This design comes from an exercise in tuning for small area, a short achievable clock period and few clock cycles per item on the open sky130 flow, not from production work.
In this exercise RTL edits were held to simulation tests only and were not proved equivalent to the original.
Power and IR drop assume default switching activity.

==> design/flow/run.sh <==
#!/bin/bash
# synth_recipe.tcl (not shown) runs the flow's synth.tcl, then flattens the netlist and writes it again
# the make line also repeats each setting of config.mk as NAME=value (left out here)
make -C /OpenROAD-flow-scripts/flow DESIGN_CONFIG=/design/flow/config.mk WORK_HOME=/design/flow/orfs CLKGATE_MAP_FILE= SYNTH_SCRIPT=/design/flow/synth_recipe.tcl finish
==> design/flow/config.mk <==
export PLATFORM = sky130hd
export DESIGN_NAME = env_step_top
export DESIGN_NICKNAME = env_step_top
export VERILOG_FILES = /design/flow/design.v
export SDC_FILE = /design/flow/constraint.sdc
export NUM_CORES = 4
export LEC_CHECK = 0
export ABC_AREA = 1
export CAP_MARGIN = 20
export CORE_MARGIN = 2
export CORE_UTILIZATION = 70
export CTS_CLUSTER_DIAMETER = 80
export CTS_CLUSTER_SIZE = 30
export SETUP_SLACK_MARGIN = 2.5
export SLEW_MARGIN = 20
==> design/flow/constraint.sdc <==
create_clock -name core_clock -period 4.5 [get_ports {i_clk}]
set_input_delay 0.9000 -clock core_clock [delete_from_list [all_inputs] [get_ports {i_clk}]]
set_output_delay 0.9000 -clock core_clock [all_outputs]
set_load 0.01 [all_outputs]
==> design/flow/design.v <==
`timescale 1ns/1ps
`default_nettype none
module env_step_top (
    input  wire         i_clk,
    input  wire         i_rstn,
    input  wire  [31:0] i_mem_rdata,
    output logic [5:0]  o_mem_addr,
    output logic [31:0] o_mem_wdata,
    output logic        o_mem_we
);
    localparam logic [5:0] ACT_ADDR  = 6'd16;
    localparam logic [5:0] FLAG_ADDR = 6'd17;
    localparam logic [5:0] OBS_ADDR  = 6'd18;
    localparam logic [5:0] RWD_ADDR  = 6'd34;
    localparam logic [5:0] DONE_ADDR = 6'd35;
    localparam logic [3:0] S_POLLA0  = 4'd7;  
    localparam logic [3:0] S_POLLF   = 4'd1;  
    localparam logic [3:0] S_POLLA   = 4'd2;  
    localparam logic [3:0] S_LOAD    = 4'd3;  
    localparam logic [3:0] S_WRITE   = 4'd4;  
    localparam logic [3:0] S_RWD     = 4'd5;
    localparam logic [3:0] S_DONE    = 4'd6;
    localparam logic [3:0] S_CLEAR   = 4'd0;
    localparam logic [3:0] S_RA      = 4'd8;   
    localparam logic [3:0] S_RB      = 4'd9;   
    localparam logic [3:0] S_RESTART = 4'd10;  
    logic [31:0] ring [16];
    logic [15:0] v1;        
    logic [31:0] w;         
    logic [15:0] ad;        
    logic [15:0] oh;        
    logic [15:0] oh_nxt;    
    logic [15:0] oh_nxt2;   
    logic        act_q;     
    logic        w_step_q;  
    logic        verify_q;  
    logic [3:0]  ph;
    logic [3:0]  st;
    logic [3:0]  cnt;
    logic        loaded;    
    logic        ins;       
    logic [5:0]  addr_q;
    logic        we_q;
    assign o_mem_addr  = addr_q;
    assign o_mem_wdata = w;
    assign o_mem_we    = we_q;
    function automatic logic [15:0] inc16(input logic [15:0] x);
        for (int i = 0; i < 16; i++) inc16[i] = x[i] ^ (&(x | ~((16'd1 << i) - 16'd1)));
    endfunction
    function automatic logic [15:0] dec16(input logic [15:0] x);
        for (int i = 0; i < 16; i++) dec16[i] = x[i] ^ (&(~x | ~((16'd1 << i) - 16'd1)));
    endfunction
    logic               act;   
    logic [15:0]        pos_n;
    logic signed [15:0] wpos;
    logic               wdone;
    logic               flag_set, reload, mismatch, keep;
    logic               load_ad;   
    logic [15:0]        ad_n;
    logic [31:0]        rwd_word, w_other;
    always_comb begin
        for (int i = 0; i < 16; i++) begin
            oh[i]      = oh_nxt[(i + 1) % 16];
            oh_nxt2[i] = oh_nxt[(i + 15) % 16];
        end
    end
    assign act   = load_ad ? |(oh_nxt & i_mem_rdata[15:0]) : act_q;
    assign pos_n = ring[0][31:16] + v1;
    assign wpos  = w[31:16];
    assign wdone = (wpos > 16'sd1000) || (wpos < -16'sd1000);
    assign flag_set = (i_mem_rdata != '0);
    assign reload   = (i_mem_rdata == 32'd2) || !loaded;
    assign mismatch = verify_q && (i_mem_rdata[15:0] != ad);
    assign keep     = (st == S_WRITE) && !mismatch;  
    always_comb begin
        ad_n = ad;
        for (int i = 0; i < 16; i++) begin
            if (st == S_WRITE && oh[(i + 1) % 16]) ad_n[i] = wdone;
        end
    end
    always_comb begin
        rwd_word = '0;
        for (int i = 0; i < 16; i++) rwd_word[2*i] = ~ad_n[i];
    end
    always_comb begin
        if (st == S_WRITE)    w_other = rwd_word;
        else if (st == S_RWD) w_other = {16'd0, ad};
        else                  w_other = '0;
    end
    always_ff @(posedge i_clk) begin
        for (int j = 0; j < 16; j++) ring[j] <= ring[(j + 1) % 16];
        if (ins)       ring[14] <= i_mem_rdata;
        else if (keep) ring[14] <= w;
        v1 <= act ? inc16(ring[1][15:0]) : dec16(ring[1][15:0]);
        act_q <= |(oh_nxt2 & (load_ad ? i_mem_rdata[15:0] : ad));
        for (int i = 0; i < 16; i++) oh_nxt[i] <= (ph == 4'((i + 14) % 16));
        if (load_ad) ad <= i_mem_rdata[15:0];
        else         ad <= ad_n;
        if (w_step_q) w <= {pos_n, v1};
        else          w <= w_other;
    end
    logic [3:0] st_n;
    logic [3:0] cnt_n;
    logic [5:0] addr_n;
    logic       we_n;
    always_comb begin
        st_n   = st;
        cnt_n  = cnt + 4'd1;
        addr_n = ACT_ADDR;
        we_n   = 1'b0;
        case (st)
            S_POLLA0: begin
                st_n   = S_POLLF;
                addr_n = FLAG_ADDR;
            end
            S_POLLF: begin
                st_n   = S_POLLA;
                addr_n = ACT_ADDR;
            end
            S_POLLA: begin
                if (!flag_set) begin
                    st_n   = S_POLLF;
                    addr_n = FLAG_ADDR;
                end else if (reload) begin
                    st_n   = S_LOAD;
                    cnt_n  = '0;
                    addr_n = {2'b00, ph + 4'd1};
                end else begin
                    st_n   = S_WRITE;
                    cnt_n  = '0;
                    addr_n = OBS_ADDR + {2'b00, ph};
                    we_n   = 1'b1;
                end
            end
            S_LOAD: begin
                addr_n = {2'b00, ph + 4'd1};
                if (cnt == 4'd15) begin
                    st_n = S_RESTART;  
                end
            end
            S_RA: begin
                st_n = S_RB;
            end
            S_RB: begin
                st_n = S_RESTART;
            end
            S_RESTART: begin
                st_n   = S_WRITE;
                cnt_n  = '0;
                addr_n = OBS_ADDR + {2'b00, ph};
                we_n   = 1'b1;
            end
            S_WRITE: begin
                addr_n = OBS_ADDR + {2'b00, ph};
                we_n   = 1'b1;
                if (mismatch) begin
                    st_n   = S_RA;
                    addr_n = ACT_ADDR;
                    we_n   = 1'b0;
                end else if (cnt == 4'd15) begin
                    st_n   = S_RWD;
                    addr_n = RWD_ADDR;
                end
            end
            S_RWD: begin
                st_n   = S_DONE;
                addr_n = DONE_ADDR;
                we_n   = 1'b1;
            end
            S_DONE: begin
                st_n   = S_CLEAR;
                addr_n = FLAG_ADDR;
                we_n   = 1'b1;
            end
            default: begin  
                st_n   = S_POLLA0;
                addr_n = ACT_ADDR;
            end
        endcase
    end
    always_ff @(posedge i_clk) begin
        cnt      <= cnt_n;
        addr_q   <= addr_n;
        ins      <= (st == S_LOAD);
        load_ad  <= (st_n == S_POLLF) || (st_n == S_LOAD && cnt_n == 4'd0) || (st_n == S_RB);
        verify_q <= (st == S_POLLA) && flag_set && !reload;
        w_step_q <= !((st == S_WRITE && cnt >= 4'd14) || st == S_RWD);
    end
    always_ff @(posedge i_clk or negedge i_rstn) begin
        if (!i_rstn) begin
            st     <= S_CLEAR;
            ph     <= '0;
            loaded <= 1'b0;
            we_q   <= 1'b0;
        end else begin
            st   <= st_n;
            ph   <= ph + 4'd1;
            we_q <= we_n;
            if (st == S_LOAD && cnt == 4'd15) loaded <= 1'b1;
        end
    end
endmodule
`default_nettype wire
==> results of run 1 <==
## cell usage after synthesis, drive strengths merged, types with 4 or more instances
library cell  number
or2                5
buf               13
a22o               4
o31ai              8
inv              123
nand2            324
nand4             21
a21oi             39
nor3              14
nor2             135
o21ai            109
clkbuf            20
o211ai             4
xor2              14
nand3             81
ha                23
dfrtp             10
nor4               6
dfxtp            607
a21o               4
o21bai             4
## power by group through the flow
stage | sequential [mW] | combinational (mW) | clock, mW
floorplan | 7.97 | 1.44 | 0
global placement | 8.29 | 2.12 | 0
detailed placement | 8.40 | 2.24 | 0
CTS | 8.39 | 2.39 | 2.63
global route | 8.55 | 2.93 | 2.82
finish | 8.45 | 2.69 | 2.64
## routing by layer
metal  track usage, %  part of all wire (%)  vias to the layer above
met1             42.4                    39                     5401
met2             55.7                    48                      620
met5                0                     0                        -
met4             14.8                   5.3                        0
met3             4.71                   7.4                      155
li1                 -                     -                     5281
## cell families after synthesis
group	Yosys count	synth area share [%]
AOI/OAI and AO/OA	180	5.84
buffers and inverters	159	3.81
DFF	617	73.2
adders and majority gates	24	1.82
xor gates and xnor gates	16	0.827
and+or+nand+nor	588	14.5
## final timing paths
| path | to | slack [ps] | cells after the start |
|---|---|---|---|
| max | ring[14][24] | 2420 | 14 |
| max in group asynchronous | st[1] | 3440 | 1 |
| min | ring[3][18] | 320 | 0 |
| min in group asynchronous | ph[0] | 670 | 1 |
| min reg2reg | ring[3][18] | 320 | 0 |
| max reg2reg | v1[14] | 2480 | 11 |
## cell usage in the layout, fill, tap and decap left out, drive strengths merged
master	n
o21ai	109
clkinv	4
a21boi	1
o21a	2
nor4	6
xor2	14
o211ai	4
a211oi	3
a21oi	39
and2	1
nor3	14
clkdlybuf4s15	5
o31ai	8
nand2	327
o21bai	4
buf	115
ha	23
nor2	135
nand4	21
xnor2	2
nor3b	1
dfxtp	607
dfrtp	10
or2	5
clkdlybuf4s50	1
bufinv	1
o22ai	1
a221oi	1
fa	1
a22o	4
clkinvlp	3
a21o	4
clkbuf	44
inv	123
nand3	81
## final cells by class
cell class	count	area (sq um)
flip-flops and latches	617	12500
clock inverters	2	41.3
inverters	126	510
multi-input cells	811	4270
repair inverters	3	51.3
clock buffers	28	637
fillers	1288	4250
repair buffers	137	982
well taps	319	399
## state kept, by name (all words and copies together) (netlist names)
name	count
ring	512
w	32
ad	16
oh_nxt	16
v1	16
addr_q	6
cnt	4
ph	4
st	4
act_q	1
ins	1
load_ad	1
loaded	1
verify_q	1
w_step_q	1
we_q	1
## timing repair
item	4_1_cts	5_1_grt
setup buffers	44	14
setup endpoints to repair	137	82
pin swaps	33	32
cloned	5	1
resized for setup	322	109
==> results.py, run 1 <==
metrics = {
    "worst_setup_path": {
        "path_common_cell": "nand2_1",
        "endpoint_kind": "flop",
        "slowest_stage": "nor2_2",
        "path_class": "in -> reg",
        "critPathTopFamily": "simple AND/OR/NAND/NOR gates",
        "rr_startpoint": "ring[1][3]",
        "worstPathCellList": "clkbuf_4 > inv_2 > nand2_1 > nand2_1 > nor2_1 > nand2_1 > nor2_2 > nand2_2 > nand2_4 > buf_4 > buf_12 > nand2_8 > nor2_1 > o21ai_1",
        "cp_max_fo": 9,
        "crit_required_ps": 4940,
        "cp_data_arrival_time_ps": 2520,
        "critPathLaunchType": "input port",
        "cp_num_buf_inv": 4,
        "crit_path_start": "i_mem_rdata[13]",
        "critPathMaxStageDelay_ps": 170,
    },
    "sta": {
        "worst_slew_pin_slew_ps": 625,
        "slew_violations": 0,
        "final_hold_viol_count": 0,
        "rsz0062_at_grt": "true",
        "finClkSkew_ps": 23.7,
        "timing.fmax_mhz": 481,
        "tns_ps": 0,
        "relSlewSlack_pct": 58.3,
        "finalSetupViolCount": 0,
        "period_share_pct": 46.2,
        "period_needed_ps": 2080,
        "whs_ps": 323,
        "fin_ws_ps": 2420,
    },
    "power_and_ir_drop": {
        "p_int_mw": 9.55,
        "power.leakage_nw": 8.67,
        "comb_power_share_pct": 19.5,
        "p_seq_share_pct": 61.3,
        "vdd_drop_max_mv": 0.614,
        "p_total_mw": 13.8,
        "power.density_nw_per_um2": 712,
        "switching_share_pct": 30.7,
        "switchingPower_mw": 4.23,
        "clockPowerShare_pct": 19.2,
    },
    "status": {
        "status": "complete, no violations",
    },
    "route": {
        "dr.first_iter.drc_count": 1304,
        "firstDrtPassIters": 6,
        "wl_per_cell_um": 21.3,
        "viasPerCell": 5.61,
        "drc": 0,
        "vias": 11500,
        "antenna_left": 0,
        "drt-total-wl_um": 43400,
    },
    "clock_network": {
        "clkTransAtPathRegs_ps": 120,
        "ctsHtreeMaxLevel": 1,
        "cts_tree": "done",
        "clockBufferDepth": 3,
        "ctsHoldBuffers": 0,
        "cts.sinks": 617,
        "clockRootBuffer": "clkbuf_16",
        "numCtsBuffers": 24,
        "clk_latency_ps": 570,
    },
    "place": {
        "gp_congestion": 0.966,
        "place_area_sq_um": 18000,
        "pre_cts_ws_ps": 1000,
        "numPortBuffers": 72,
        "dp_hpwl_um": 26000,
        "placedCellCount": 1949,
    },
    "synthesis": {
        "ys.flop_type": "dfxtp_1",
        "ys_seq_area_share_pct": 73.2,
        "ys_ff_latch": 617,
        "synth_top_cells_by_area": "dfxtp_1, nand2_1, nor2_1, inv_1, nand3_1",
        "synthCells": 1584,
        "synth_largest_area_cell": "dfxtp_1",
        "synth_top_area_share_pct": 71.7,
        "synth_async_sr_flop_share_pct": 1.62,
        "syn_avg_cell_area_sq_um": 10.7,
        "synth_edf_count": 0,
        "yosys_warnings": 2,
        "netlist_area_sq_um": 16900,
        "ys_types": 43,
        "syn_nets": 1642,
    },
    "hold_path": {
        "worstHoldStart": "ring[4][18]",
        "hold_class": "reg -> reg",
    },
    "final_layout": {
        "drive_gt1_share_pct": 17.6,
        "final_core_util_pct": 82.0,
        "fin_cells": 2043,
        "final_area_sq_um": 19400,
        "diodes": 0,
        "syn2layout_area_growth_pct": 14.2,
        "nNetsFinal": 1778,
    },
    "job": {
        "maxCapViolCount": 0,
    },
    "die": {
        "die-area_sq_um": 25500,
        "num_io_pins": 73,
        "initial_utilization_pct": 71.8,
        "coreArea_sq_um": 23600,
        "num_rows": 56,
        "die_w_um": 160,
        "dieHeight_um": 160,
    },
    "global_routing": {
        "grt_max_degree": 34,
        "antenna_found_initial": 1,
        "grt_pass1_wl_um": 64300,
        "grt_overflow": 0,
        "grt_usage_pct": 32.9,
        "grt_pass1_vias": 11200,
    },
}
Testbench counts, summed over its fixed seeds: cycles 38,473, steps 1,600.
==> run 2: changes to the inputs <==
--- a/design/flow/config.mk
+++ b/design/flow/config.mk
@@ -8,7 +8,7 @@
 export ABC_AREA = 1
 export CAP_MARGIN = 20
 export CORE_MARGIN = 2
-export CORE_UTILIZATION = 70
+export CORE_UTILIZATION = 55
 export CTS_CLUSTER_DIAMETER = 80
 export CTS_CLUSTER_SIZE = 30
 export SETUP_SLACK_MARGIN = 2.5
==> run 2 against run 1 <==
Compared with the run above:
- still clean on timing, DRC and antenna
- combinational power is 4% lower
- flip-flop and latch count is the same
- synthesized cell count unchanged
- routed wire length fell by 15%
- first-iteration DRC count fell by 43%
- final cell count grew 3.1%
- critical path depth down 13
- register-to-register slack improved by 110 ps
- via count shrank 8.8%
- global-route usage is 10 points lower
- clock skew increased by 2.2 ps
- hold slack better by 1.7 ps
- critical endpoint is now o_mem_we
==> results.py, run 2 <==
metrics = {
    "synthesis": {
        "synth_top_area_share_pct": 71.7,
        "synthCells": 1584,
        "yosys_warnings": 2,
        "syn_avg_cell_area_sq_um": 10.7,
        "syn_nets": 1642,
        "synth_top_cells_by_area": "dfxtp_1, nand2_1, nor2_1, inv_1, nand3_1",
        "ys_types": 43,
        "synth_common_cells": "dfxtp_1, nand2_1, nor2_1",
        "synth_largest_area_cell": "dfxtp_1",
        "synth_edf_count": 0,
        "yosysMostFrequentCell": "dfxtp_1",
        "ys.flop_type": "dfxtp_1",
        "ys_ff_latch": 617,
        "synth_async_sr_flop_share_pct": 1.62,
        "netlist_area_sq_um": 16900,
        "ys_seq_area_share_pct": 73.2,
    },
    "worst_setup_path": {
        "crit_required_ps": 3600,
        "critPathMaxStageDelay_ps": 390,
        "worst_r2r_path_depth": 6,
        "regToRegSetupSlack_ps": 2590,
        "timing.rr.end": "act_q",
        "critPathTopFamily": "flip-flops",
        "endpoint_kind": "output port",
        "crit_path_start": "we_q",
        "critPathLaunchType": "flop",
        "rr_startpoint": "load_ad",
        "path_class": "reg -> out",
        "cp_num_buf_inv": 1,
        "worstPathCellList": "buf_2",
        "slowest_stage": "dfrtp_1",
        "cp_data_arrival_time_ps": 1090,
        "cp_max_fo": 1,
    },
    "sta": {
        "timing.fmax_mhz": 503,
        "whs_ps": 325,
        "tns_ps": 0,
        "fin_ws_ps": 2510,
        "period_share_pct": 44.2,
        "finClkSkew_ps": 25.8,
        "slew_violations": 0,
        "finalSetupViolCount": 0,
        "period_needed_ps": 1990,
        "rsz0062_at_grt": "true",
        "final_hold_viol_count": 0,
        "worst_slew_pin_slew_ps": 681,
        "relSlewSlack_pct": 54.6,
    },
    "clock_network": {
        "ctsHtreeMaxLevel": 1,
        "clk_latency_ps": 570,
        "clkTransAtPathRegs_ps": 100,
        "clockBufferDepth": 3,
        "clockRootBuffer": "clkbuf_16",
        "cts_tree": "done",
        "cts.sinks": 617,
        "numCtsBuffers": 26,
        "ctsHoldBuffers": 0,
    },
    "final_layout": {
        "layout_common_cells": "dfxtp_1, nand2_1, nor2_1",
        "reg.largest.list": "ring x512, w x32",
        "nNetsFinal": 1762,
        "largest-register": "ring",
        "largest_reg_flops": 512,
        "syn2layout_area_growth_pct": 14.9,
        "n_fill_cell": 2488,
        "final_common_cell": "dfxtp_1",
        "drive_gt1_share_pct": 16.4,
    },
    "route": {
        "antenna_left": 0,
        "vias": 10400,
        "firstDrtPassIters": 6,
        "wl_met3_um": 1790,
        "drc": 0,
        "wl_met2_um": 16700,
        "m1WireLength_um": 17100,
        "highest_layer": "met4",
        "dr.first_iter.drc_count": 738,
        "viasPerCell": 4.96,
        "drt-total-wl_um": 36900,
        "wl_per_cell_um": 17.5,
    },
    "place": {
        "gp_congestion": 0.898,
        "pre_cts_ws_ps": 1050,
        "dp_hpwl_um": 24500,
        "numPortBuffers": 72,
    },
    "status": {
        "status": "complete, no violations",
    },
    "power_and_ir_drop": {
        "power.density_nw_per_um2": 701,
        "p_int_mw": 9.70,
        "p_seq_share_pct": 60.9,
        "switching_share_pct": 28.9,
        "comb_power_share_pct": 19.0,
        "power.leakage_nw": 8.65,
        "switchingPower_mw": 3.94,
        "vdd_drop_max_mv": 0.532,
        "clockPowerShare_pct": 20.1,
    },
    "global_routing": {
        "grt_pass1_vias": 10000,
        "grt_usage_pct": 22.7,
        "antenna_found_initial": 2,
        "grt_max_degree": 34,
        "grt_pass1_wl_um": 56700,
        "grt_overflow": 0,
    },
    "hold_path": {
        "worstHoldStart": "ring[10][3]",
        "min_path_cells": 0,
        "hold_class": "reg -> reg",
        "min_to": "ring[9][3]",
    },
    "die": {
        "num_io_pins": 73,
        "coreArea_sq_um": 30400,
        "num_rows": 64,
        "dieHeight_um": 180,
        "initial_utilization_pct": 55.7,
        "die-area_sq_um": 32200,
        "die_w_um": 180,
    },
    "job": {
        "maxCapViolCount": 0,
    },
}
-- run 2: cell counts after synthesis --
No cell type changed its count.
-- run 2: cells by family after synthesis --
| family | share of synthesized area [%] |
|---|---|
| compound gates | 5.84 |
| xor+xnor | 0.827 |
| fa+ha+maj | 1.82 |
| buf+inv | 3.81 |
| flops | 73.2 |
| simple gates | 14.5 |
-- run 2: metrics by stage --
| stage | cells | util (%) | power, mW | area (sq um) |
|---|---|---|---|---|
| floorplan | 1584 | - | 9.41 | 16900 |
| global placement | 2025 | 59.3 | 10.5 | 18000 |
| detailed placement | 2025 | 59.3 | 10.6 | 18000 |
| CTS | 2090 | 62.6 | 13.4 | 19100 |
| global route | 2106 | 64.0 | 14.4 | 19500 |
| finish | 2107 | 64.0 | 13.6 | 19500 |
-- run 2: layout make-up --
| class | count | area, sq um | area share, % |
|---|---|---|---|
| inverters | 126 | 505 | 2.60 |
| flip-flops and latches | 617 | 12500 | 64.2 |
| multi-input cells | 810 | 4210 | 21.6 |
| clock inverters | 5 | 87.6 | 0.450 |
| well taps | 396 | 495 | 2.54 |
| diodes | 1 | 2.50 | 0.0129 |
| repair buffers | 121 | 961 | 4.94 |
| clock buffers | 29 | 693 | 3.56 |
| repair inverters | 2 | 21.3 | 0.109 |
-- run 2: worst max-delay path by stage --
| stage | slack [ps] | cells past startpoint | end |
|---|---|---|---|
| after global placement | 1140 | 12 | ring[14][0] |
| after CTS | 2470 | 1 | o_mem_we |
| after detailed placement | 1050 | 12 | ring[14][1] |
| after global routing | 2430 | 9 | v1[11] |
| final | 2510 | 1 | o_mem_we |
| after floorplan | 2500 | 11 | load_ad |
-- run 2: power by group through the flow --
stage / Combinational (mW) / Clock, mW / Sequential, mW
3_5_place_dp: 2.23 / 0 / 8.35
3_3_place_gp: 2.19 / 0 / 8.33
6_report: 2.59 / 2.74 / 8.31
4_1_cts: 2.34 / 2.81 / 8.28
2_1_floorplan: 1.44 / 0 / 7.97
5_1_grt: 2.92 / 3.03 / 8.49
-- run 2: layer usage --
metal,GRT usage [%],vias up
li1,-,5264
met1,31.8,4857
met2,36.2,247
met3,3.42,78
met4,7.48,0
met5,0,-
-- run 2: timing repair --
item | CTS | global route
resized for setup | 296 | 123
buffers inserted | 27 | 16
pin swaps | 26 | 38
cloned | 4 | 0
setup endpoints to repair | 138 | 90
==> run 3: changes to the inputs <==
--- a/design/flow/config.mk
+++ b/design/flow/config.mk
@@ -8,7 +8,7 @@
 export ABC_AREA = 1
 export CAP_MARGIN = 20
 export CORE_MARGIN = 2
-export CORE_UTILIZATION = 55
+export CORE_UTILIZATION = 50
 export CTS_CLUSTER_DIAMETER = 80
 export CTS_CLUSTER_SIZE = 30
 export SETUP_SLACK_MARGIN = 2.5
==> run 3 against run 2 <==
Compared with the run above:
- non-clock buffer count fell by 10
- global-route usage is 1.9 points lower
- flip-flop and latch count did not move
- hold slack got worse by 3.0 ps
- setup slack got worse by 7.4 ps
- fmax shrank 0.37%
- core utilization is 6.0 points lower
- sequential share of layout area is 0.19 points higher
- largest power group unchanged
- highest routed layer is now met5
==> results.py, run 3 <==
metrics = {
    "power_and_ir_drop": {
        "p_int_mw": 9.63,
        "vdd_drop_max_mv": 0.363,
        "switching_share_pct": 29.2,
        "power.leakage_nw": 8.62,
        "power.density_nw_per_um2": 702,
        "clockPowerShare_pct": 20.5,
        "switchingPower_mw": 3.96,
        "comb_power_share_pct": 18.8,
        "p_seq_share_pct": 60.7,
    },
    "sta": {
        "rsz0062_at_grt": "true",
        "worst_slew_pin_slew_ps": 586,
        "relSlewSlack_pct": 60.7,
        "fin_ws_ps": 2500,
        "finClkSkew_ps": 23.1,
        "tns_ps": 0,
        "finalSetupViolCount": 0,
        "period_needed_ps": 2000,
        "final_hold_viol_count": 0,
        "timing.fmax_mhz": 501,
        "period_share_pct": 44.3,
        "slew_violations": 0,
    },
    "worst_setup_path": {
        "slowest_stage": "dfrtp_1",
        "crit_required_ps": 3600,
        "path_class": "reg -> out",
        "critPathMaxStageDelay_ps": 390,
        "critPathLaunchType": "flop",
        "cp_num_buf_inv": 1,
        "cp_data_arrival_time_ps": 1100,
        "worstPathCellList": "buf_2",
        "endpoint_kind": "output port",
        "cp_max_fo": 1,
        "critPathTopFamily": "flip-flops",
    },
    "synthesis": {
        "yosys_warnings": 2,
        "synthCells": 1584,
        "syn_nets": 1642,
        "synth_common_cells": "dfxtp_1, nand2_1, nor2_1",
        "synth_largest_area_cell": "dfxtp_1",
        "ys_seq_area_share_pct": 73.2,
        "ys.flop_type": "dfxtp_1",
        "netlist_area_sq_um": 16900,
        "syn_avg_cell_area_sq_um": 10.7,
        "synth_top_area_share_pct": 71.7,
        "yosysMostFrequentCell": "dfxtp_1",
        "synth_top_cells_by_area": "dfxtp_1, nand2_1, nor2_1, inv_1, nand3_1",
        "synth_async_sr_flop_share_pct": 1.62,
        "ys_ff_latch": 617,
        "synth_edf_count": 0,
        "ys_types": 43,
    },
    "die": {
        "num_rows": 67,
        "num_io_pins": 73,
        "dieHeight_um": 188,
        "initial_utilization_pct": 50.7,
        "die-area_sq_um": 35400,
        "coreArea_sq_um": 33400,
        "die_w_um": 188,
    },
    "final_layout": {
        "fin_cells": 2150,
        "largest_reg_flops": 512,
        "final_common_cell": "dfxtp_1",
        "largest-register": "ring",
        "n_fill_cell": 2853,
        "drive_gt1_share_pct": 14.8,
        "layout_common_cells": "dfxtp_1, nand2_1, nor2_1",
        "nNetsFinal": 1753,
        "final_area_sq_um": 19400,
        "ff_latch_area_sq_um": 12500,
        "multiInputGateArea_sq_um": 4140,
        "reg.largest.list": "ring x512, w x32",
        "syn2layout_area_growth_pct": 14.4,
        "final_core_util_pct": 57.9,
        "diodes": 0,
    },
    "route": {
        "firstDrtPassIters": 8,
        "wl_per_cell_um": 17.0,
        "vias": 10600,
        "antenna_left": 0,
        "drt-total-wl_um": 36500,
        "dr.first_iter.drc_count": 758,
        "viasPerCell": 4.91,
        "drc": 0,
    },
    "global_routing": {
        "grt_overflow": 0,
        "grt_usage_pct": 20.7,
        "antenna_found_initial": 4,
        "grt_pass1_wl_um": 56100,
        "grt_pass1_vias": 9952,
        "grt_max_degree": 34,
    },
    "place": {
        "gp_congestion": 0.877,
        "pre_cts_ws_ps": 1060,
        "place_area_sq_um": 18100,
        "placedCellCount": 2077,
        "numPortBuffers": 72,
        "dp_hpwl_um": 24000,
    },
    "clock_network": {
        "numCtsBuffers": 26,
        "cts_tree": "done",
        "clk_latency_ps": 590,
        "clockBufferDepth": 3,
        "clkTransAtPathRegs_ps": 120,
        "ctsHtreeMaxLevel": 1,
        "cts.sinks": 617,
        "clockRootBuffer": "clkbuf_16",
    },
    "status": {
        "status": "complete, no violations",
    },
    "hold_path": {
        "hold_class": "reg -> reg",
    },
    "job": {
        "maxCapViolCount": 0,
    },
}
[run 3: power by group through the flow]
stage | clock network (mW) | logic (mW) | registers, mW
2_1_floorplan | 0 | 1.44 | 7.97
3_3_place_gp | 0 | 2.21 | 8.32
3_5_place_dp | 0 | 2.24 | 8.33
4_1_cts | 2.86 | 2.43 | 8.26
5_1_grt | 3.04 | 2.84 | 8.44
6_report | 2.78 | 2.56 | 8.26
[run 3: cell families (layout without fill, tap and decap cells)]
kind of cell | count (synthesis) | count (layout) | share of synthesized area, %
AND/OR/NAND/NOR | 588 | 590 | 14.5
adder cells (fa/ha/maj) | 24 | 24 | 1.82
flip-flops | 617 | 617 | 73.2
AO/OA/AOI/OAI | 180 | 180 | 5.84
buffers and inverters | 159 | 275 | 3.81
XOR/XNOR | 16 | 16 | 0.827
[run 3: path summary, 6_finish.rpt]
kind	startpoint	endpoint	slack, ps	cells after the start
max	we_q	o_mem_we	2500	1
min	ring[4][15]	ring[3][15]	320	0
max reg2reg	w[31]	w[18]	2570	9
min reg2reg	ring[4][15]	ring[3][15]	320	0
max in group asynchronous	i_rstn	st[3]	3450	1
min in group asynchronous	i_rstn	loaded	660	1
[run 3: what timing repair did]
item                       4_1_cts  5_1_grt
cloned                           5        0
buffers inserted                29        3
resized for setup              304       74
pin swaps                       27       15
hold buffers                     0        0
setup endpoints to repair      139       82
hold endpoints to repair         0        0
[run 3: area by class of cell]
class                           count  area share [%]
Sequential cell                   617            64.4
Tap cell                          448            2.89
Inverter                          126            2.64
Clock inverter                      6           0.420
Timing Repair inverter              3           0.194
Timing Repair Buffer              111            4.58
Multi-Input combinational cell    810            21.3
Clock buffer                       29            3.58
[run 3: per-layer routing]
layer	up-vias	wire length (um)	track usage (%)
met5	-	20	0
met4	4	1300	7.12
met3	80	1930	3.26
met2	290	16200	33.4
met1	4947	17000	28.5
li1	5245	-	-
[run 3: through the flow]
step	hold WS, ps	power (mW)
floorplan	310	9.41
global placement	309	10.5
detailed placement	312	10.6
CTS	327	13.6
global route	322	14.3
finish	322	13.6
==> run 4: changes to the inputs <==
--- a/design/flow/config.mk
+++ b/design/flow/config.mk
@@ -8,8 +8,8 @@
 export ABC_AREA = 1
 export CAP_MARGIN = 20
 export CORE_MARGIN = 2
-export CORE_UTILIZATION = 50
+export CORE_UTILIZATION = 60
 export CTS_CLUSTER_DIAMETER = 80
 export CTS_CLUSTER_SIZE = 30
-export SETUP_SLACK_MARGIN = 2.5
+export SETUP_SLACK_MARGIN = 2.6
 export SLEW_MARGIN = 20
==> run 4 against run 3 <==
Compared with the run above:
- core utilization grew 13 points
- critical path depth is the same
- non-clock buffer count grew 19
- synthesized cell count is the same
- synthesized area is the same
==> results.py, run 4 <==
metrics = {
    "status": {
        "status": "complete, no violations",
    },
    "synthesis": {
        "synth_async_sr_flop_share_pct": 1.62,
        "syn_nets": 1642,
        "synth_top_area_share_pct": 71.7,
        "synth_common_cells": "dfxtp_1, nand2_1, nor2_1",
        "yosysMostFrequentCell": "dfxtp_1",
        "synth_largest_area_cell": "dfxtp_1",
        "synth_edf_count": 0,
        "syn_avg_cell_area_sq_um": 10.7,
        "netlist_area_sq_um": 16900,
        "ys.flop_type": "dfxtp_1",
        "ys_types": 43,
        "ys_ff_latch": 617,
        "synth_top_cells_by_area": "dfxtp_1, nand2_1, nor2_1, inv_1, nand3_1",
        "ys_seq_area_share_pct": 73.2,
        "yosys_warnings": 2,
        "synthCells": 1584,
    },
    "worst_setup_path": {
        "critPathLaunchType": "flop",
        "cp_max_fo": 2,
        "crit_required_ps": 3600,
        "slowest_stage": "dfxtp_2",
        "critPathMaxStageDelay_ps": 380,
        "cp_data_arrival_time_ps": 1070,
        "path_class": "reg -> out",
        "cp_num_buf_inv": 1,
        "critPathTopFamily": "flip-flops",
        "worstPathCellList": "buf_6",
        "endpoint_kind": "output port",
    },
    "sta": {
        "period_share_pct": 43.9,
        "finalSetupViolCount": 0,
        "final_hold_viol_count": 0,
        "fin_ws_ps": 2530,
        "timing.fmax_mhz": 506,
        "tns_ps": 0,
        "slew_violations": 0,
        "whs_ps": 324,
        "finClkSkew_ps": 25.7,
        "rsz0062_at_grt": "true",
        "period_needed_ps": 1970,
        "relSlewSlack_pct": 54.2,
        "worst_slew_pin_slew_ps": 683,
    },
    "power_and_ir_drop": {
        "power.density_nw_per_um2": 693,
        "power.leakage_nw": 8.79,
        "vdd_drop_max_mv": 0.481,
        "p_total_mw": 13.7,
    },
    "route": {
        "firstDrtPassIters": 5,
        "vias": 10700,
        "antenna_left": 0,
        "drt-total-wl_um": 37400,
        "dr.first_iter.drc_count": 901,
        "drc": 0,
        "wl_per_cell_um": 17.8,
        "viasPerCell": 5.12,
    },
    "die": {
        "die-area_sq_um": 29600,
        "coreArea_sq_um": 27800,
        "num_io_pins": 73,
        "num_rows": 61,
        "initial_utilization_pct": 61.0,
        "dieHeight_um": 172,
        "die_w_um": 172,
    },
    "final_layout": {
        "largest-register": "ring",
        "n_fill_cell": 2079,
        "drive_gt1_share_pct": 19.3,
        "layout_common_cells": "dfxtp_1, nand2_1, nor2_1",
        "diodes": 0,
        "final_core_util_pct": 71.4,
        "final_common_cell": "dfxtp_1",
        "reg.largest.list": "ring x512, w x32",
        "final_area_sq_um": 19800,
        "nNetsFinal": 1772,
        "largest_reg_flops": 512,
        "syn2layout_area_growth_pct": 17.0,
        "fin_cells": 2095,
    },
    "place": {
        "gp_congestion": 0.915,
        "numPortBuffers": 72,
        "dp_hpwl_um": 23900,
        "placedCellCount": 2007,
        "place_area_sq_um": 18200,
        "pre_cts_ws_ps": 943,
    },
    "clock_network": {
        "clockRootBuffer": "clkbuf_16",
        "clockBufferDepth": 3,
        "numCtsBuffers": 24,
        "clkTransAtPathRegs_ps": 120,
        "ctsHoldBuffers": 0,
        "cts.sinks": 617,
        "ctsHtreeMaxLevel": 1,
        "cts_tree": "done",
        "clk_latency_ps": 580,
    },
    "global_routing": {
        "grt_usage_pct": 25.0,
        "grt_overflow": 0,
        "grt_pass1_wl_um": 55900,
        "grt_max_degree": 33,
        "grt_pass1_vias": 10100,
        "antenna_found_initial": 0,
    },
    "hold_path": {
        "hold_class": "reg -> reg",
    },
    "job": {
        "maxCapViolCount": 0,
    },
}
## run 4: logic make-up (layout without fill, tap and decap cells)
kind of cell / Yosys count / after routing / synth area share [%]
flip-flops: 617 / 617 / 73.2
AND/OR/NAND/NOR: 588 / 591 / 14.5
AO/OA/AOI/OAI: 180 / 180 / 5.84
buffers and inverters: 159 / 289 / 3.81
adder cells (fa/ha/maj): 24 / 24 / 1.82
XOR/XNOR: 16 / 16 / 0.827
## run 4: layout make-up
| cell class | count | area (sq um) | area share, % |
|---|---|---|---|
| flip-flops and latches | 617 | 12500 | 63.0 |
| clock inverters | 3 | 32.5 | 0.164 |
| repair inverters | 4 | 53.8 | 0.271 |
| inverters | 126 | 531 | 2.67 |
| multi-input cells | 811 | 4430 | 22.3 |
| well taps | 378 | 473 | 2.38 |
| clock buffers | 26 | 618 | 3.12 |
| repair buffers | 130 | 1210 | 6.08 |
## run 4: routing by layer
layer | global-route usage [%] | routed length [um]
met2 | 40.5 | 16800
met1 | 34.9 | 17200
met3 | 3.59 | 2030
met5 | 0 | 0
met4 | 8.04 | 1360
## run 4: report_power, final
group	internal [mW]	total, mW	leakage [nW]	switching (mW)
registers	7.42	8.35	5.23	0.928
clock network	0.998	2.53	0.315	1.53
logic	1.30	2.86	3.24	1.56
total	9.72	13.7	8.79	4.02
## run 4: repair_timing
item                                   4_1_cts  5_1_grt
endpoints found under the hold margin        0        0
setup endpoints to repair                  144      133
cloned                                       5        3
buffers inserted                            37       14
pin swaps                                   20       50
gates resized for setup                    375      119
## run 4: path summary, 6_finish.rpt
kind                       slack, ps        from              end  cells after the start
setup / recovery                2530       w[28]  o_mem_wdata[28]                      1
hold / removal                   320  ring[2][3]       ring[1][3]                      0
setup reg to reg                2630       v1[0]            w[28]                     11
hold reg to reg                  320  ring[2][3]       ring[1][3]                      0
max in group asynchronous       3450      i_rstn            st[3]                      1
min in group asynchronous        660      i_rstn            st[0]                      1
==> run 5: changes to the inputs <==
--- a/design/flow/config.mk
+++ b/design/flow/config.mk
@@ -11,5 +11,5 @@
 export CORE_UTILIZATION = 60
 export CTS_CLUSTER_DIAMETER = 80
 export CTS_CLUSTER_SIZE = 30
-export SETUP_SLACK_MARGIN = 2.6
+export SETUP_SLACK_MARGIN = 2.4
 export SLEW_MARGIN = 20
==> run 5 against run 4 <==
Compared with the run above:
- die area unchanged
- final cell count decreased by 1.3%
- clock-buffer cell count unchanged
- flip-flop and latch count unchanged
- via count decreased by 2.1%
- sequential power decreased by 0.8%
- synthesized area unchanged
==> results.py, run 5 <==
metrics = {
    "clock_network": {
        "ctsHtreeMaxLevel": 1,
        "clk_latency_ps": 580,
        "numCtsBuffers": 24,
        "clockBufferDepth": 3,
        "clkTransAtPathRegs_ps": 120,
        "ctsHoldBuffers": 0,
        "cts.sinks": 617,
        "clockRootBuffer": "clkbuf_16",
        "cts_tree": "done",
    },
    "worst_setup_path": {
        "crit_required_ps": 3600,
        "worst_r2r_path_depth": 5,
        "regToRegSetupSlack_ps": 2510,
        "endpoint_kind": "output port",
        "slowest_stage": "dfxtp_2",
        "cp_data_arrival_time_ps": 1160,
        "critPathMaxStageDelay_ps": 370,
        "cp_max_fo": 2,
        "critPathLaunchType": "flop",
        "path_class": "reg -> out",
        "critPathTopFamily": "flip-flops",
        "rr_startpoint": "w_step_q",
        "cp_num_buf_inv": 1,
        "timing.rr.end": "w[30]",
        "worstPathCellList": "clkdlybuf4s15_2",
    },
    "synthesis": {
        "synth_compound_area_share_pct": 5.84,
        "synth-simple-area-share_pct": 14.5,
        "synth_top_cells_by_area": "dfxtp_1, nand2_1, nor2_1, inv_1, nand3_1",
        "muxShareOfSynthArea_pct": 0,
        "synth_top_family_by_area": "simple AND/OR/NAND/NOR gates",
        "ys_seq_area_share_pct": 73.2,
        "synthCells": 1584,
        "synth_common_cells": "dfxtp_1, nand2_1, nor2_1",
        "netlist_area_sq_um": 16900,
        "synth-adder-area-share_pct": 1.82,
        "synth_edf_count": 0,
        "ys.flop_type": "dfxtp_1",
        "ys_ff_latch": 617,
        "synth-xor-area-share_pct": 0.827,
        "syn_avg_cell_area_sq_um": 10.7,
        "synth_top_area_share_pct": 71.7,
        "ys_types": 43,
        "synth_largest_area_cell": "dfxtp_1",
        "synth_async_sr_flop_share_pct": 1.62,
        "syn_nets": 1642,
        "yosysMostFrequentCell": "dfxtp_1",
        "yosys_warnings": 2,
    },
    "die": {
        "num_rows": 61,
        "die_w_um": 172,
        "num_io_pins": 73,
        "initial_utilization_pct": 61.0,
        "coreArea_sq_um": 27800,
        "die-area_sq_um": 29600,
        "dieHeight_um": 172,
    },
    "place": {
        "numPortBuffers": 72,
        "gp_congestion": 0.896,
        "placedCellCount": 2006,
        "dp_hpwl_um": 24000,
    },
    "final_layout": {
        "syn2layout_area_growth_pct": 12.1,
        "final_common_cell": "dfxtp_1",
        "fin_cells": 2068,
        "nNetsFinal": 1744,
        "n_fill_cell": 2133,
        "drive_gt1_share_pct": 11.5,
        "diodes": 0,
        "largest-register": "ring",
        "layout_common_cells": "dfxtp_1, nand2_1, nor2_1",
        "largest_reg_flops": 512,
        "reg.largest.list": "ring x512, w x32",
    },
    "sta": {
        "slew_violations": 0,
        "worst_slew_pin_slew_ps": 689,
        "final_hold_viol_count": 0,
        "tns_ps": 0,
        "finalSetupViolCount": 0,
        "relSlewSlack_pct": 53.8,
        "period_share_pct": 45.9,
        "rsz0062_at_grt": "false",
        "finClkSkew_ps": 21.8,
        "period_needed_ps": 2060,
        "timing.fmax_mhz": 485,
    },
    "global_routing": {
        "grt_overflow": 0,
        "antenna_found_initial": 0,
        "grt_pass1_vias": 9851,
        "grt_pass1_wl_um": 54400,
        "grt_max_degree": 34,
        "grt_usage_pct": 24.5,
    },
    "hold_path": {
        "min_to": "ring[7][15]",
        "hold_class": "reg -> reg",
        "min_path_cells": 0,
        "worstHoldStart": "ring[8][15]",
    },
    "job": {
        "maxCapViolCount": 0,
    },
    "route": {
        "vias": 10500,
        "firstDrtPassIters": 5,
        "drc": 0,
        "wl_per_cell_um": 17.5,
        "antenna_left": 0,
        "viasPerCell": 5.08,
        "dr.first_iter.drc_count": 902,
        "drt-total-wl_um": 36200,
    },
    "status": {
        "status": "complete, no violations",
    },
    "power_and_ir_drop": {
        "power.leakage_nw": 8.58,
        "vdd_drop_max_mv": 0.508,
        "power.density_nw_per_um2": 691,
    },
}
run 5: cells by family after synthesis:
kind of cell    count (synthesis)
compound gates                180
xor+xnor                       16
fa+ha+maj                      24
buf+inv                       159
flops                         617
simple gates                  588
run 5: cell type report:
cell class	instances	area, sq um	share of cell area [%]
clock inverters	4	35.0	0.184
multi-input cells	810	4050	21.3
repair inverters	3	37.5	0.198
well taps	378	473	2.49
inverters	126	510	2.69
repair buffers	104	840	4.42
clock buffers	26	608	3.20
flip-flops and latches	617	12500	65.5
run 5: worst max-delay path by stage:
stage,from,to,slack [ps],cells after the start
final,w[16],o_mem_wdata[16],2440,1
after global placement,i_mem_rdata[7],ring[14][0],1190,12
after detailed placement,i_mem_rdata[7],ring[14][1],1090,12
after global routing,addr_q[0],o_mem_addr[0],2400,1
after floorplan,i_mem_rdata[8],load_ad,2500,11
after CTS,w[5],o_mem_wdata[5],2400,1
run 5: routing by layer:
metal | wire length (um) | GRT usage [%] | vias up
li1 | - | - | 5226
met1 | 16500 | 33.8 | 4889
met2 | 16200 | 39.4 | 304
met3 | 2120 | 3.91 | 80
met4 | 1400 | 8.81 | 0
met5 | 0 | 0 | -
run 5: repair_timing:
action                     4_1_cts  5_1_grt
setup buffers                   22        5
setup endpoints to repair      126       90
gates resized for setup        163       98
cloned                           4        1
pin swaps                       18       22
run 5: power by group:
| part | total, mW | switching, mW | internal, mW | leakage [nW] |
|---|---|---|---|---|
| Combinational | 2.34 | 1.40 | 0.947 | 3.03 |
| Clock | 2.52 | 1.53 | 0.985 | 0.314 |
| Sequential | 8.28 | 0.875 | 7.40 | 5.24 |
| Total | 13.1 | 3.80 | 9.33 | 8.58 |
run 5: stage by stage:
stage,utilization (%),hold slack (ps),total power [mW],cell area (sq um),setup slack (ps)
after floorplan,-,310,9.41,16900,2500
after global placement,64.8,310,10.5,18000,1190
final,68.4,328,13.1,19000,2440
after detailed placement,64.8,312,10.6,18000,1090
after CTS,68.4,330,13.2,19000,2400
after global routing,68.4,333,13.8,19000,2400
==> run 6: changes to the inputs <==
--- a/design/flow/config.mk
+++ b/design/flow/config.mk
@@ -11,5 +11,6 @@
 export CORE_UTILIZATION = 60
 export CTS_CLUSTER_DIAMETER = 80
 export CTS_CLUSTER_SIZE = 30
-export SETUP_SLACK_MARGIN = 2.4
+export PLACE_DENSITY = 0.7
+export SETUP_SLACK_MARGIN = 2.5
 export SLEW_MARGIN = 20
==> run 6 against run 5 <==
Compared with the run above:
- clock-buffer cell count is 2 higher
- final cell count is 0.48% higher
- sequential share of layout area fell by 0.76 points
- register-to-register slack better by 40 ps
- sequential power is essentially flat
- largest cell class unchanged
- core utilization rose by 0.96 points
- non-clock buffer count up 9
- critical path type unchanged
==> results.py, run 6 <==
metrics = {
    "final_layout": {
        "n_fill_cell": 2087,
        "final_common_cell": "dfxtp_1",
        "fin_cells": 2078,
        "syn2layout_area_growth_pct": 13.7,
        "nNetsFinal": 1754,
        "final_core_util_pct": 69.4,
        "layout_common_cells": "dfxtp_1, nand2_1, nor2_1",
        "diodes": 0,
        "drive_gt1_share_pct": 14.6,
        "largest-register": "ring",
        "largest_reg_flops": 512,
        "reg.largest.list": "ring x512, w x32",
    },
    "synthesis": {
        "synth_largest_area_cell": "dfxtp_1",
        "ys.flop_type": "dfxtp_1",
        "yosysMostFrequentCell": "dfxtp_1",
        "yosys_warnings": 2,
        "netlist_area_sq_um": 16900,
        "synth_async_sr_flop_share_pct": 1.62,
        "synth_top_area_share_pct": 71.7,
        "ys_types": 43,
        "syn_nets": 1642,
        "synth_top_cells_by_area": "dfxtp_1, nand2_1, nor2_1, inv_1, nand3_1",
        "ys_seq_area_share_pct": 73.2,
        "synth_common_cells": "dfxtp_1, nand2_1, nor2_1",
        "synthCells": 1584,
        "syn_avg_cell_area_sq_um": 10.7,
        "ys_ff_latch": 617,
        "synth_edf_count": 0,
    },
    "route": {
        "dr.first_iter.drc_count": 793,
        "viasPerCell": 5.08,
        "vias": 10600,
        "firstDrtPassIters": 5,
        "drt-total-wl_um": 36900,
        "drc": 0,
        "antenna_left": 0,
        "wl_per_cell_um": 17.8,
    },
    "global_routing": {
        "antenna_found_initial": 0,
        "grt_usage_pct": 24.8,
        "grt_overflow": 0,
        "grt_pass1_wl_um": 55400,
        "grt_max_degree": 34,
        "grt_pass1_vias": 9934,
    },
    "clock_network": {
        "ctsHoldBuffers": 0,
        "clkTransAtPathRegs_ps": 110,
        "clockBufferDepth": 3,
        "numCtsBuffers": 25,
        "clockRootBuffer": "clkbuf_16",
        "cts_tree": "done",
        "cts.sinks": 617,
        "ctsHtreeMaxLevel": 1,
        "clk_latency_ps": 570,
    },
    "worst_setup_path": {
        "worstPathCellList": "buf_2",
        "cp_max_fo": 1,
        "rr_startpoint": "w[30]",
        "worst_r2r_path_depth": 8,
        "crit_required_ps": 3600,
        "cp_num_buf_inv": 1,
        "critPathTopFamily": "flip-flops",
        "critPathLaunchType": "flop",
        "timing.rr.end": "w[18]",
        "regToRegSetupSlack_ps": 2550,
        "cp_data_arrival_time_ps": 1080,
        "path_class": "reg -> out",
        "endpoint_kind": "output port",
        "critPathMaxStageDelay_ps": 380,
        "slowest_stage": "dfrtp_1",
    },
    "hold_path": {
        "worstHoldStart": "ring[0][1]",
        "min_to": "ring[15][1]",
        "min_path_cells": 0,
        "hold_class": "reg -> reg",
    },
    "die": {
        "num_rows": 61,
        "initial_utilization_pct": 61.0,
        "die_w_um": 172,
        "coreArea_sq_um": 27800,
        "dieHeight_um": 172,
        "die-area_sq_um": 29600,
        "num_io_pins": 73,
    },
    "power_and_ir_drop": {
        "p_seq_share_pct": 61.5,
        "switchingPower_mw": 3.94,
        "p_int_mw": 9.56,
        "power.density_nw_per_um2": 700,
        "switching_share_pct": 29.2,
        "vdd_drop_max_mv": 0.532,
        "clockPowerShare_pct": 19.2,
        "power.leakage_nw": 8.61,
        "comb_power_share_pct": 19.2,
    },
    "place": {
        "gp_congestion": 0.909,
        "numPortBuffers": 72,
        "dp_hpwl_um": 23800,
        "pre_cts_ws_ps": 969,
        "placedCellCount": 2005,
    },
    "job": {
        "maxCapViolCount": 0,
    },
    "sta": {
        "finClkSkew_ps": 31.8,
        "final_hold_viol_count": 0,
        "period_needed_ps": 1980,
        "slew_violations": 0,
        "tns_ps": 0,
        "whs_ps": 325,
        "timing.fmax_mhz": 506,
        "rsz0062_at_grt": "true",
        "worst_slew_pin_slew_ps": 706,
        "fin_ws_ps": 2520,
        "period_share_pct": 43.9,
        "relSlewSlack_pct": 52.9,
        "finalSetupViolCount": 0,
    },
    "status": {
        "status": "complete, no violations",
    },
}
run 6: cell counts after synthesis:
No cell type changed its count.
run 6: worst max path at each step:
stage	slack, ps	depth (start not counted)	end	startpoint
floorplan	2500	11	load_ad	i_mem_rdata[8]
global placement	960	13	ring[14][15]	i_mem_rdata[11]
detailed placement	970	13	ring[14][16]	i_mem_rdata[11]
CTS	2500	13	ring[14][16]	i_mem_rdata[2]
global route	2490	1	o_mem_we	we_q
finish	2520	1	o_mem_we	we_q
run 6: power groups by stage:
stage               Sequential (mW)  Combinational, mW  Clock [mW]
floorplan                      7.97               1.44           0
global placement               8.31               2.18           0
detailed placement             8.35               2.22           0
CTS                            8.28               2.36        2.64
global route                   8.47               2.88        2.82
finish                         8.31               2.60        2.59
run 6: cells by family after synthesis:
group                    after synthesis  synth area share [%]
AO/OA/AOI/OAI                        180                  5.84
AND/OR/NAND/NOR                      588                  14.5
flip-flops                           617                  73.2
XOR/XNOR                              16                 0.827
adder cells (fa/ha/maj)               24                  1.82
buffers and inverters                159                  3.81
run 6: per-stage QoR:
step	area, sq um	total power, mW
final	19300	13.5
after global routing	19300	14.2
after CTS	19100	13.3
after detailed placement	18000	10.6
after global placement	18000	10.5
after floorplan	16900	9.41
run 6: timing repair:
action                                  in CTS  in global routing
gates cloned                                 5                  0
endpoints found under the setup margin     142                 88
pin swaps                                   27                 20
setup buffers                               34                  3
gates resized for setup                    295                 85
run 6: final cells by class:
| cell class | count | area [sq um] | area share, % |
|---|---|---|---|
| inverters | 126 | 508 | 2.64 |
| clock inverters | 3 | 55.1 | 0.286 |
| multi-input cells | 810 | 4170 | 21.6 |
| well taps | 378 | 473 | 2.45 |
| repair inverters | 3 | 37.5 | 0.195 |
| repair buffers | 113 | 911 | 4.73 |
| clock buffers | 28 | 637 | 3.30 |
| flip-flops and latches | 617 | 12500 | 64.8 |
run 6: metal layers:
layer	GRT usage (%)	part of all wire, %	vias up
li1	-	-	5256
met1	34.8	46	4922
met2	39.7	45	309
met3	3.57	5.4	65
met4	8.48	3.4	0
met5	0	0	-
==> run 7: changes to the inputs <==
--- a/design/flow/config.mk
+++ b/design/flow/config.mk
@@ -11,6 +11,6 @@
 export CORE_UTILIZATION = 60
 export CTS_CLUSTER_DIAMETER = 80
 export CTS_CLUSTER_SIZE = 30
-export PLACE_DENSITY = 0.7
 export SETUP_SLACK_MARGIN = 2.5
 export SLEW_MARGIN = 20
+export TNS_END_PERCENT = 50
==> run 7 against run 6 <==
Compared with the run above:
- synthesized cell count is the same
- largest cell class unchanged
- sequential share of layout area grew 0.35 points
- clock power shrank 3%
- cell area shrank 0.71%
- first-iteration DRC count grew 6.8%
- core utilization shrank 0.50 points
- hold slack gained 3.1 ps
- global-route usage shrank 0.20 points
- combinational power shrank 7%
==> results.py, run 7 <==
metrics = {
    "synthesis": {
        "ys.flop_type": "dfxtp_1",
        "syn_nets": 1642,
        "synth_edf_count": 0,
        "synth_async_sr_flop_share_pct": 1.62,
        "ys_ff_latch": 617,
        "ys_seq_area_share_pct": 73.2,
        "ys_types": 43,
        "netlist_area_sq_um": 16900,
        "synthCells": 1584,
        "yosysMostFrequentCell": "dfxtp_1",
        "yosys_warnings": 2,
        "synth_largest_area_cell": "dfxtp_1",
        "synth_top_area_share_pct": 71.7,
        "synth_common_cells": "dfxtp_1, nand2_1, nor2_1",
        "synth_top_cells_by_area": "dfxtp_1, nand2_1, nor2_1, inv_1, nand3_1",
        "syn_avg_cell_area_sq_um": 10.7,
    },
    "die": {
        "die_w_um": 172,
        "num_io_pins": 73,
        "initial_utilization_pct": 61.0,
        "die-area_sq_um": 29600,
        "num_rows": 61,
        "dieHeight_um": 172,
        "coreArea_sq_um": 27800,
    },
    "route": {
        "wl_per_cell_um": 17.6,
        "firstDrtPassIters": 5,
        "viasPerCell": 5.09,
        "dr.first_iter.drc_count": 847,
        "antenna_left": 0,
        "vias": 10600,
        "drt-total-wl_um": 36600,
        "drc": 0,
    },
    "worst_setup_path": {
        "crit_required_ps": 3600,
        "crit_cells": 1,
        "worst_r2r_path_depth": 4,
        "critPathTopFamily": "flip-flops",
        "worstPathCellList": "clkdlybuf4s15_2",
        "endpoint_kind": "output port",
        "cp_num_buf_inv": 1,
        "cp_data_arrival_time_ps": 1170,
        "cp_max_fo": 2,
        "slowest_stage": "dfxtp_2",
        "path_class": "reg -> out",
        "critPathMaxStageDelay_ps": 370,
        "critPathLaunchType": "flop",
    },
    "power_and_ir_drop": {
        "switching_share_pct": 29.0,
        "p_seq_share_pct": 62.6,
        "switchingPower_mw": 3.84,
        "clockPowerShare_pct": 19.0,
        "vdd_drop_max_mv": 0.508,
        "power.density_nw_per_um2": 692,
        "power.leakage_nw": 8.53,
        "p_int_mw": 9.40,
        "comb_power_share_pct": 18.4,
    },
    "final_layout": {
        "nNetsFinal": 1753,
        "syn2layout_area_growth_pct": 12.9,
        "reg.largest.list": "ring x512, w x32",
        "final_common_cell": "dfxtp_1",
        "largest-register": "ring",
        "layout_common_cells": "dfxtp_1, nand2_1, nor2_1",
        "drive_gt1_share_pct": 12.9,
        "largest_reg_flops": 512,
        "final_core_util_pct": 68.9,
    },
    "sta": {
        "relSlewSlack_pct": 58.2,
        "finalSetupViolCount": 0,
        "rsz0062_at_grt": "true",
        "slew_violations": 0,
        "final_hold_viol_count": 0,
        "finClkSkew_ps": 23.9,
        "period_needed_ps": 2070,
        "tns_ps": 0,
        "worst_slew_pin_slew_ps": 626,
        "period_share_pct": 45.9,
        "timing.fmax_mhz": 484,
    },
    "place": {
        "gp_congestion": 0.896,
        "numPortBuffers": 72,
        "dp_hpwl_um": 24000,
    },
    "global_routing": {
        "grt_overflow": 0,
        "grt_pass1_vias": 9939,
        "antenna_found_initial": 1,
        "grt_max_degree": 34,
        "grt_pass1_wl_um": 54700,
        "grt_usage_pct": 24.6,
    },
    "clock_network": {
        "ctsHtreeMaxLevel": 1,
        "clockBufferDepth": 3,
        "cts_tree": "done",
        "cts.sinks": 617,
        "clockRootBuffer": "clkbuf_16",
        "clk_latency_ps": 580,
        "clkTransAtPathRegs_ps": 120,
        "ctsHoldBuffers": 0,
        "numCtsBuffers": 24,
    },
    "status": {
        "status": "complete, no violations",
    },
    "hold_path": {
        "hold_class": "reg -> reg",
        "min_path_cells": 0,
    },
    "job": {
        "maxCapViolCount": 0,
    },
}
## run 7: changes by cell type in the layout (fill, tap and decap cells not counted), moves of 6 or more
cell             delta
buf_6              -13
buf_2              -15
clkbuf_2           +10
dfxtp_2             -6
clkdlybuf4s15_2    +10
dfxtp_1            +10
## run 7: routing by layer
layer	GRT usage, %	share of wire, %	wire (um)	up-vias
met5	0	0	0	-
met4	9.46	4.5	1630	0
met3	4.01	5.3	1950	92
met2	39.7	45	16300	289
met1	33.6	46	16700	4930
li1	-	-	-	5257
## run 7: kinds of logic after synthesis
logic type	Yosys count	share of synthesized area (%)
fa+ha+maj	24	1.82
xor+xnor	16	0.827
buf+inv	159	3.81
flops	617	73.2
simple gates	588	14.5
compound gates	180	5.84
## run 7: final timing paths
kind	from	endpoint	slack [ps]
worst max-delay path	w[0]	o_mem_wdata[0]	2430
worst min-delay path	ring[2][11]	ring[1][11]	330
worst max register to register	ins	ring[14][5]	2580
worst min register to register	ring[2][11]	ring[1][11]	330
max in group asynchronous	i_rstn	st[1]	3450
min in group asynchronous	i_rstn	st[3]	660
## run 7: final cells by class
cell class,instances,area (sq um)
fillers,2115,8650
clock inverters,4,35.0
multi-input cells,810,4100
diodes,1,2.50
clock buffers,26,608
well taps,378,473
repair buffers,113,902
flip-flops and latches,617,12500
inverters,126,512
repair inverters,3,37.5
## run 7: repair_timing
action | in CTS | in global routing
pin swaps | 27 | 13
setup endpoints to repair | 137 | 102
cloned | 4 | 1
setup buffers | 27 | 9
gates resized for setup | 231 | 70
endpoints found under the hold margin | 0 | 0
## run 7: power by group through the flow
stage / sequential [mW] / clock [mW] / combinational, mW
floorplan: 7.97 / 0 / 1.44
global placement: 8.32 / 0 / 2.16
detailed placement: 8.36 / 0 / 2.20
CTS: 8.29 / 2.57 / 2.34
global route: 8.44 / 2.73 / 2.73
finish: 8.28 / 2.52 / 2.43
## run 7: stage by stage
| stage | instances | total power, mW | cell area [sq um] | hold WS (ps) | worst slack [ps] |
|---|---|---|---|---|---|
| after floorplan | 1584 | 9.41 | 16900 | 310 | 2500 |
| final | 2078 | 13.2 | 19100 | 328 | 2430 |
| after detailed placement | 2006 | 10.6 | 18000 | 312 | 1090 |
| after global placement | 2006 | 10.5 | 18000 | 310 | 1190 |
| after global routing | 2077 | 13.9 | 19100 | 333 | 2390 |
| after CTS | 2067 | 13.2 | 19000 | 330 | 2410 |
==> run 8: changes to the inputs <==
--- a/design/flow/config.mk
+++ b/design/flow/config.mk
@@ -13,4 +13,4 @@
 export CTS_CLUSTER_SIZE = 30
 export SETUP_SLACK_MARGIN = 2.5
 export SLEW_MARGIN = 20
-export TNS_END_PERCENT = 50
+export TNS_END_PERCENT = 20
==> run 8 against run 7 <==
Compared with the run above:
- still clean
- critical path depth unchanged
- sequential power barely moved
- setup slack got worse by 7.8 ps
- global-route usage fell by 0.16 points
- cell area about the same
- synthesized area unchanged
- power is 0.14% lower
- routed wire length is 0.92% lower
- flip-flop and latch count unchanged
- combinational power is essentially flat
==> results.py, run 8 <==
metrics = {
    "worst_setup_path": {
        "regToRegSetupSlack_ps": 2560,
        "endpoint_kind": "output port",
        "critPathLaunchType": "flop",
        "critPathTopFamily": "flip-flops",
        "cp_max_fo": 1,
        "path_class": "reg -> out",
        "critPathMaxStageDelay_ps": 390,
        "rr_startpoint": "load_ad",
        "timing.rr.end": "act_q",
        "slowest_stage": "dfrtp_1",
        "cp_num_buf_inv": 1,
        "crit_required_ps": 3600,
        "worst_r2r_path_depth": 6,
        "worstPathCellList": "clkdlybuf4s15_2",
        "cp_data_arrival_time_ps": 1180,
    },
    "final_layout": {
        "final_area_sq_um": 19100,
        "drive_gt1_share_pct": 12.1,
        "n_fill_cell": 2112,
        "nNetsFinal": 1749,
        "layout_common_cells": "dfxtp_1, nand2_1, nor2_1",
        "syn2layout_area_growth_pct": 13.0,
        "reg.largest.list": "ring x512, w x32",
        "largest_reg_flops": 512,
        "largest-register": "ring",
        "final_common_cell": "dfxtp_1",
    },
    "clock_network": {
        "ctsHoldBuffers": 0,
        "cts.sinks": 617,
        "clk_latency_ps": 570,
        "ctsHtreeMaxLevel": 1,
        "clockRootBuffer": "clkbuf_16",
        "clockBufferDepth": 3,
        "clkTransAtPathRegs_ps": 110,
        "numCtsBuffers": 24,
        "cts_tree": "done",
    },
    "route": {
        "wl_per_cell_um": 17.5,
        "antenna_left": 0,
        "vias": 10500,
        "drc": 0,
        "firstDrtPassIters": 5,
        "viasPerCell": 5.07,
        "dr.first_iter.drc_count": 840,
        "drt-total-wl_um": 36200,
    },
    "sta": {
        "finClkSkew_ps": 22.1,
        "whs_ps": 328,
        "final_hold_viol_count": 0,
        "period_needed_ps": 2080,
        "relSlewSlack_pct": 58.6,
        "finalSetupViolCount": 0,
        "slew_violations": 0,
        "timing.fmax_mhz": 482,
        "period_share_pct": 46.1,
        "worst_slew_pin_slew_ps": 620,
        "rsz0062_at_grt": "true",
        "tns_ps": 0,
    },
    "synthesis": {
        "ys_types": 43,
        "synth_edf_count": 0,
        "synth_top_area_share_pct": 71.7,
        "ys_seq_area_share_pct": 73.2,
        "synth_largest_area_cell": "dfxtp_1",
        "syn_nets": 1642,
        "yosysMostFrequentCell": "dfxtp_1",
        "syn_avg_cell_area_sq_um": 10.7,
        "synth_top_cells_by_area": "dfxtp_1, nand2_1, nor2_1, inv_1, nand3_1",
        "synthCells": 1584,
        "netlist_area_sq_um": 16900,
        "ys_ff_latch": 617,
        "synth_async_sr_flop_share_pct": 1.62,
        "ys.flop_type": "dfxtp_1",
        "yosys_warnings": 2,
        "synth_common_cells": "dfxtp_1, nand2_1, nor2_1",
    },
    "global_routing": {
        "grt_pass1_wl_um": 54300,
        "grt_overflow": 0,
        "antenna_found_initial": 1,
        "grt_max_degree": 34,
        "grt_usage_pct": 24.5,
        "grt_pass1_vias": 9896,
    },
    "die": {
        "die-area_sq_um": 29600,
        "num_rows": 61,
        "num_io_pins": 73,
        "dieHeight_um": 172,
        "coreArea_sq_um": 27800,
        "initial_utilization_pct": 61.0,
        "die_w_um": 172,
    },
    "place": {
        "place_area_sq_um": 18000,
        "gp_congestion": 0.896,
        "dp_hpwl_um": 24000,
        "numPortBuffers": 72,
    },
    "hold_path": {
        "worstHoldStart": "ring[2][11]",
        "min_to": "ring[1][11]",
        "min_path_cells": 0,
        "hold_class": "reg -> reg",
    },
    "power_and_ir_drop": {
        "vdd_drop_max_mv": 0.507,
        "power.leakage_nw": 8.51,
        "power.density_nw_per_um2": 690,
    },
    "status": {
        "status": "complete, no violations",
    },
    "job": {
        "maxCapViolCount": 0,
    },
}
==> run 8: kinds of logic after synthesis <==
kind of cell	Yosys count	synth area share, %
AO/OA/AOI/OAI	180	5.84
XOR/XNOR	16	0.827
adder cells (fa/ha/maj)	24	1.82
buffers and inverters	159	3.81
flip-flops	617	73.2
AND/OR/NAND/NOR	588	14.5
==> run 8: layout make-up <==
cell class | instances | area [sq um] | area share, %
Sequential cell | 617 | 12500 | 65.1
Timing Repair Buffer | 109 | 938 | 4.90
Antenna cell | 1 | 2.50 | 0.0131
Tap cell | 378 | 473 | 2.47
Inverter | 126 | 514 | 2.69
Timing Repair inverter | 3 | 37.5 | 0.196
Clock buffer | 26 | 608 | 3.18
Multi-Input combinational cell | 810 | 4080 | 21.3
Clock inverter | 4 | 35.0 | 0.183
==> run 8: metal layers <==
metal | global-route usage, % | vias to the layer above | part of all wire [%]
met1 | 33.6 | 4903 | 46
met4 | 9.39 | 0 | 4.2
met2 | 39.1 | 291 | 44
met5 | 0 | - | 0
li1 | - | 5242 | -
met3 | 4.05 | 88 | 5.5
==> run 8: metrics by stage <==
stage          utilization [%]  worst slack (ps)  cells  power, mW
3_3_place_gp              64.8              1190   2006       10.5
4_1_cts                   68.5              2410   2061       13.2
3_5_place_dp              64.8              1090   2006       10.6
5_1_grt                   68.9              2390   2073       13.9
2_1_floorplan                -              2500   1584       9.41
6_report                  68.9              2420   2074       13.2
==> run 8: worst max path at each step <==
| stage | start | endpoint | slack (ps) | cells past startpoint |
|---|---|---|---|---|
| 6_report | we_q | o_mem_we | 2420 | 1 |
| 5_1_grt | w[30] | o_mem_wdata[30] | 2390 | 1 |
| 4_1_cts | w[21] | o_mem_wdata[21] | 2410 | 1 |
| 3_5_place_dp | i_mem_rdata[7] | ring[14][1] | 1090 | 12 |
| 3_3_place_gp | i_mem_rdata[7] | ring[14][0] | 1190 | 12 |
| 2_1_floorplan | i_mem_rdata[8] | load_ad | 2500 | 11 |
==> run 8: what timing repair did <==
item	in CTS	in global routing
buffers inserted	21	11
gates cloned	4	1
setup endpoints to repair	137	125
resized for setup	211	59
pin swaps	25	9
==> run 8: report_power, final <==
| part | internal [mW] | total (mW) | switching, mW | leakage, nW |
|---|---|---|---|---|
| combinational | 1.01 | 2.41 | 1.40 | 2.97 |
| clock | 0.985 | 2.52 | 1.53 | 0.314 |
| sequential | 7.40 | 8.28 | 0.878 | 5.23 |
| total | 9.40 | 13.2 | 3.82 | 8.51 |

port drivers added, routing unchanged:
How much do the figures lean on ideal ports? The routed layouts below were timed once more, with nothing changed but the port constraints. Step 1 sets driving cells, clkbuf_16 on the clock port and buf_2 on the other inputs (assumed; they add their load-dependent delay and slew). Step 2 adds t to the input delays and takes it off the output delays; t is the mean of the earliest and latest rising clock arrival at the registers after step 1. Input paths then give back, and output paths get back, about the clock's delay inside the block. Three values: ideal ports, drivers, drivers and shift; two values: the first two.
run	t (ns)	slack for setup (ns)	hold slack, ns	clock arrival spread, ns	cell pins on the clock port's net
run 1	0.606	2.419 / 2.427 / 1.821	0.323 / 0.323 / 0.323	0.031 / 0.032	1
run 2	0.609	2.512 / 2.461 / 1.992	0.325 / 0.325 / 0.325	0.027 / 0.026	1
run 3	0.629	2.505 / 2.451 / 1.967	0.322 / 0.322 / 0.322	0.026 / 0.027	1
run 4	0.619	2.525 / 2.474 / 2.038	0.324 / 0.324 / 0.324	0.028 / 0.028	1
run 5	0.615	2.436 / 2.383 / 1.973	0.328 / 0.328 / 0.328	0.028 / 0.027	1
run 6	0.609	2.525 / 2.472 / 1.989	0.325 / 0.325 / 0.325	0.034 / 0.033	1
run 7	0.615	2.432 / 2.379 / 1.921	0.328 / 0.328 / 0.328	0.028 / 0.029	1
run 8	0.615	2.425 / 2.371 / 1.925	0.328 / 0.328 / 0.328	0.028 / 0.027	1
After both steps setup and hold are still met in every run listed. For run 1, which loses most, drivers alone change the setup slack by +0.008 ns; drivers and shift together by -0.598 ns.
